Background: an optimization exercise with open tools, aiming at small area. Do not read the settings as production practice.
Only simulation tests tie the RTL to the original design; equivalence was not proved.
Power and IR drop assume default switching activity.

**flow/design.v**
```verilog
package branch_predictor_pkg;
  localparam int BP_cnt_len = 2;
  localparam int BP_DEFAULT_ENTRIES = 16;
  typedef enum logic [BP_cnt_len-1:0] {
    BP_SN = 2'b00,
    BP_WN = 2'b01,
    BP_WT = 2'b10,
    BP_ST = 2'b11
  } bp_cnt_e;
endpackage
module bp_sat_counter (
  input  logic [branch_predictor_pkg::BP_cnt_len-1:0] cnt,
  input  logic                                        taken,
  output logic [branch_predictor_pkg::BP_cnt_len-1:0] cnt_next
);
  always_comb begin
    cnt_next = cnt;
    if (taken) begin
      if (cnt != branch_predictor_pkg::BP_ST) cnt_next = cnt + 2'd1;
    end else begin
      if (cnt != branch_predictor_pkg::BP_SN) cnt_next = cnt - 2'd1;
    end
  end
endmodule
module branch_predictor
#(
  parameter int BP_ENTRIES = branch_predictor_pkg::BP_DEFAULT_ENTRIES
) (
  input  logic        clk,
  input  logic        rst_n,
  input  logic [31:0] if_pc,
  output logic        pred_taken,
  output logic [31:0] pred_target,
  input  logic        upd_valid,
  input  logic [31:0] upd_pc,
  input  logic        upd_taken,
  input  logic [31:0] upd_target,
  input  logic        upd_pred_taken,
  input  logic [31:0] upd_pred_target,
  output logic        redirect_valid,
  output logic [31:0] redirect_pc,
  output logic [31:0] stat_branches,
  output logic [31:0] stat_mispredicts
);
  localparam int IDX   = $clog2(BP_ENTRIES);
  localparam int TAG_W = 30 - IDX;
  function automatic logic [31:0] sat_inc(input logic [31:0] v);
    sat_inc = (v == 32'hFFFF_FFFF) ? v : v + 32'd1;
  endfunction
  logic             valid_q  [BP_ENTRIES];
  logic [TAG_W-1:0] tag_q    [BP_ENTRIES];
  logic [31:0]      target_q [BP_ENTRIES];
  logic [1:0]       cnt_q    [BP_ENTRIES];
  logic [IDX-1:0]   rd_idx;
  logic             rd_hit;
  logic [IDX-1:0]   up_idx;
  logic [TAG_W-1:0] up_tag;
  logic             up_hit;
  logic [1:0]       up_cnt_next;
  logic             mispredict_p0;
  logic             unused_pc_lsbs;
  assign unused_pc_lsbs = &{1'b0, if_pc[1:0]};
  always_comb begin
    rd_idx      = if_pc[IDX+1:2];
    rd_hit      = valid_q[rd_idx] && (tag_q[rd_idx] == if_pc[31:IDX+2]);
    pred_taken  = rd_hit && cnt_q[rd_idx][1];
    pred_target = pred_taken ? target_q[rd_idx] : 32'd0;
  end
  always_comb begin
    up_idx        = upd_pc[IDX+1:2];
    up_tag        = upd_pc[31:IDX+2];
    up_hit        = valid_q[up_idx] && (tag_q[up_idx] == up_tag);
    mispredict_p0 = upd_valid &&
                    ((upd_taken != upd_pred_taken) ||
                     (upd_taken && upd_pred_taken && (upd_target != upd_pred_target)));
  end
  bp_sat_counter u_sat_counter (
    .cnt      (cnt_q[up_idx]),
    .taken    (upd_taken),
    .cnt_next (up_cnt_next)
  );
  always_ff @(posedge clk or negedge rst_n) begin
    if (!rst_n) begin
      for (int i = 0; i < BP_ENTRIES; i++) begin
        valid_q[i]  <= 1'b0;
        tag_q[i]    <= '0;
        target_q[i] <= 32'd0;
        cnt_q[i]    <= branch_predictor_pkg::BP_SN;
      end
    end else if (upd_valid) begin
      if (up_hit) begin
        cnt_q[up_idx] <= up_cnt_next;
        if (upd_taken) target_q[up_idx] <= upd_target;
      end else if (upd_taken) begin
        valid_q[up_idx]  <= 1'b1;
        tag_q[up_idx]    <= up_tag;
        target_q[up_idx] <= upd_target;
        cnt_q[up_idx]    <= branch_predictor_pkg::BP_WT;
      end
    end
  end
  always_ff @(posedge clk or negedge rst_n) begin
    if (!rst_n) begin
      redirect_valid <= 1'b0;
      redirect_pc    <= 32'd0;
    end else begin
      redirect_valid <= mispredict_p0;
      if (mispredict_p0) redirect_pc <= upd_taken ? upd_target : upd_pc + 32'd8;
    end
  end
  always_ff @(posedge clk or negedge rst_n) begin
    if (!rst_n) begin
      stat_branches    <= 32'd0;
      stat_mispredicts <= 32'd0;
    end else begin
      if (upd_valid)     stat_branches    <= sat_inc(stat_branches);
      if (mispredict_p0) stat_mispredicts <= sat_inc(stat_mispredicts);
    end
  end
endmodule
```
**flow/run.sh**
```bash
#!/bin/bash
# synth_recipe.tcl (not shown) runs the flow's synth.tcl, then flattens the netlist and writes it again
# the make line also repeats each setting of config.mk as NAME=value (left out here)
make -C /OpenROAD-flow-scripts/flow DESIGN_CONFIG=/design/flow/config.mk WORK_HOME=/design/flow/orfs CLKGATE_MAP_FILE= SYNTH_SCRIPT=/design/flow/synth_recipe.tcl finish
```
**flow/config.mk**
```make
export PLATFORM = sky130hd
export DESIGN_NAME = branch_predictor
export DESIGN_NICKNAME = branch_predictor
export VERILOG_FILES = /design/flow/design.v
export SDC_FILE = /design/flow/constraint.sdc
export NUM_CORES = 4
export LEC_CHECK = 0
export CAP_MARGIN = 20
export CORE_MARGIN = 2
export CORE_UTILIZATION = 40
export SETUP_SLACK_MARGIN = 0.2
export SLEW_MARGIN = 20
```
**flow/constraint.sdc**
```tcl
create_clock -name core_clock -period 9.0 [get_ports {clk}]
set_input_delay 1.8000 -clock core_clock [delete_from_list [all_inputs] [get_ports {clk}]]
set_output_delay 1.8000 -clock core_clock [all_outputs]
set_load 0.01 [all_outputs]
```
==> run summary <==
-- per-layer routing --
metal | track usage [%] | wire length, um | up-vias | part of all wire (%)
met5 | 0.274 | 207 | - | 0.091
met4 | 16.1 | 13400 | 20 | 5.9
met3 | 10.4 | 25800 | 739 | 11
met2 | 46.5 | 97800 | 2814 | 43
met1 | 41.2 | 89100 | 22600 | 39
li1 | - | - | 17400 | -
-- registers in the layout (all words and copies together) (netlist names) --
signal,flops
stat_mispredicts,32
stat_branches,32
valid_q,16
redirect_valid,1
cnt_q,32
target_q,512
redirect_pc,32
tag_q,416
-- power groups by stage --
stage                     combinational [W]  clock, W  sequential (W)
after floorplan                     0.00162         0         0.00626
after global placement              0.00246         0         0.00644
after detailed placement            0.00250         0         0.00647
after CTS                           0.00251   0.00539         0.00640
after global routing                0.00269   0.00560         0.00652
final                               0.00256   0.00534         0.00644
-- worst reg2reg max path, cell delays in order, from the launching register on --
cell and delay, ps:
dfrtp_1 440, mux2i_1 160, o2bb2ai_1 100, a222oi_1 760, a21oi_1 230, or4bb_1 590
nor4_4 740, buf_4 460, a21oi_4 240, buf_4 420, or2_2 350
-- through the flow --
step | instances | util (%) | setup slack [ps]
after detailed placement | 6369 | 44.0 | 960
after global placement | 6366 | 43.9 | 1030
after floorplan | 4557 | - | 2550
after CTS | 6593 | 47.2 | 952
final | 6603 | 47.2 | 711
after global routing | 6594 | 47.2 | 786
-- synth_stat cells (all sizes together), types with 21 or more instances --
master / number
nor2b: 31
o2bb2ai: 21
and3: 38
a211oi: 28
a221oi: 108
nand3: 110
or2: 23
nand4: 76
clkbuf: 317
a22oi: 180
a32oi: 33
xor2: 49
o22a: 25
xnor2: 102
o22ai: 73
mux2i: 81
buf: 127
a21oi: 104
mux2: 985
o21ai: 97
dfrtp: 1073
nor3: 32
nor2: 126
nand2b: 29
inv: 54
nand3b: 32
a22o: 119
nand2: 185
-- area by class of cell --
| type | instances | area (sq um) |
|---|---|---|
| timing repair buffer | 475 | 4390 |
| tap | 1781 | 2230 |
| clock inverter | 61 | 861 |
| clock buffer | 163 | 3440 |
| fill | 12400 | 71700 |
| antenna | 10 | 25.0 |
| sequential | 1073 | 26900 |
| multi-input combinational | 2982 | 26100 |
| inverter | 58 | 218 |
-- kinds of logic (layout without fill, tap and decap cells) --
family	Yosys count	count (layout)	synth area share [%]
xor gates and xnor gates	151	151	2.41
AOI/OAI and AO/OA	945	945	13.2
other	0	10	0
and+or+nand+nor	806	806	7.91
muxes	1074	1074	23.3
adders and majority gates	6	6	0.128
DFF	1073	1073	49.0
buffers and inverters	502	757	4.05
-- how the worst min path moves through the flow --
stage	from	end	cells after the start
floorplan	valid_q[1]	valid_q[1]	1
global placement	valid_q[1]	valid_q[1]	1
detailed placement	valid_q[1]	valid_q[1]	1
CTS	valid_q[1]	valid_q[1]	1
global route	valid_q[1]	valid_q[1]	1
finish	valid_q[1]	valid_q[1]	1
==> flow_summary.ini <==
[cts]
clk_pin_slew_ps = 60
cts_sinks = 1073
cts_tree = yes
cts_buffer_depth = 3
hold_buffers = 0
clk_latency_ps = 820
root_buffer = clkbuf_16
post_cts_buffers = 0
cts_buffers = 120
h-tree-depth = 3
ctsResizeCount = 0

[global_route]
grt_first_pass_wirelength_um = 319000
grt_antenna_before_repair = 18
grt.overflow.total = 0
grt_pass1_vias = 42400
globalRouteTotalUtil_pct = 31.5
grt_max_degree = 176

[layout]
drive_gt1_share_pct = 31.6
layout_commonest_cell = dfrtp_1
nets = 4847
final_area_sq_um = 64100
layout_common_cells = 1073 x dfrtp_1, 789 x mux2_2, 249 x clkdlybuf4s50_1, 208 x buf_4, 189 x mux2_4
syn_to_final_growth_pct = 16.9

[floorplan]
die_h_um = 374
die_area_sq_um = 140000
start_util_pct = 40.4
ios = 263
rows = 135
core_sq_um = 136000
die_w_um = 374

[power]
p_per_area_nw_per_um2 = 224
peakVddDrop_mv = 0.189
seqPwrFrac_pct = 44.9
total_power_w = 0.0143
swShare_pct = 29.1
power_frac_comb_pct = 17.8
p_leak_nw = 27.6
p_clk_share_pct = 37.2
p_int_w = 0.0102
p_sw_w = 0.00416

[setup_path]
rr_endpoint = valid_q[2]
cp_max_fo = 60
critPathKind = primary input to primary output
cp_slowest_cell = and2_1
critPathTopFamily = buffers and inverters
worst-path-stages = 12
reg2reg_depth = 10
critPathCaptureType = primary output
max_stage_delay_ps = 800
path_cells = buf_4 -> buf_4 -> and2_1 -> a222oi_1 -> a31oi_1 -> xnor2_1 -> nand4_1 -> nor4_1 -> nand4_1 -> buf_4 -> nor2_1 -> clkdlybuf4s50_1
crit_required_ps = 7200
crit_top_cell = buf_4
timing.rr.start = tag_q[5][0]
cp.arrival_ps = 6490
cp_num_buf_inv = 4
worst_setup_path_startpoint = if_pc[3]
critPathLaunchType = primary input
r2r_slack_ps = 4340
cp-endpoint = pred_target[15]

[place]
place.gp.congestion = 1.05
port_buffers = 260
place_area_sq_um = 59800
dp_hpwl_um = 142000

[synth]
synth_top_area_share_pct = 49.0
synthTopCellsByArea = dfrtp_1 49%, mux2_2 16%, mux2_4 5.2%, a22oi_1 2.5%, clkbuf_1 2.2%
ys_async_sr_fraction_pct = 100
synth-seq-area-share_pct = 49.0
postSynthAreaPerCell_sq_um = 12.0
netlist_instances = 4557
synth_edf_count = 0
synth_seq_cells = 1073
synth_top_area_cell = dfrtp_1
syn_area_sq_um = 54800
synth_fp_nets = 4694
yosys_warnings = 10
synth_ff_type = dfrtp_1
synth.distinct_cells = 91

[detailed_routing]
vias = 43600
ant_nets = 0
wirelength_um = 226000
wl_per_cell_um = 34.3
drtIter0Drc = 6257
viasPerCell = 6.60
drc_errors = 0
dr.pass1.iters = 7

[timing]
skew_ps = 93.0
fmax_ghz = 0.121
slew_violations = 0
hold_slack_ps = 473
fin_crit_sh_pct = 92.1
fin_tns_setup_ps = 0
finalCriticalPeriod_ps = 8290
setup_viol = 0
grt_setup_unrepaired = no
maxSlewHeadroom_pct = 7.36
tightest_slew_ps = 1380
finalHoldViolations = 0

[run]
cap_violations = 0

[min_path]
hp-class = flop to flop

[status]
run_status = finished clean

[what the ideal ports hide]
No port has a modelled driver above. Below, the same layout with a new extraction and two added sets of constraints.
Step 1 (the two cells are an assumption about what drives the block):
set clk [get_ports {clk}]
set_driving_cell -lib_cell sky130_fd_sc_hd__clkbuf_16 $clk
set_driving_cell -lib_cell sky130_fd_sc_hd__buf_2 [delete_from_list [all_inputs] $clk]
Step 2 also shifts input and output timing later by t, the mid clock arrival at the registers, as if the neighbouring blocks saw the same clock.
a / b / c = no drivers / after step 1 / after step 2; a / b = the first two.
t, ns: 0.846
setup WS [ns]: 0.711 / 0.681 / 0.681
worst register clock-pin slew, ns: 0.07 / 0.07
pins driven straight from the clock port: 1
After both steps setup and hold are still met in this run. For this run, drivers alone change the setup slack by -0.030 ns; drivers and shift together by -0.030 ns.
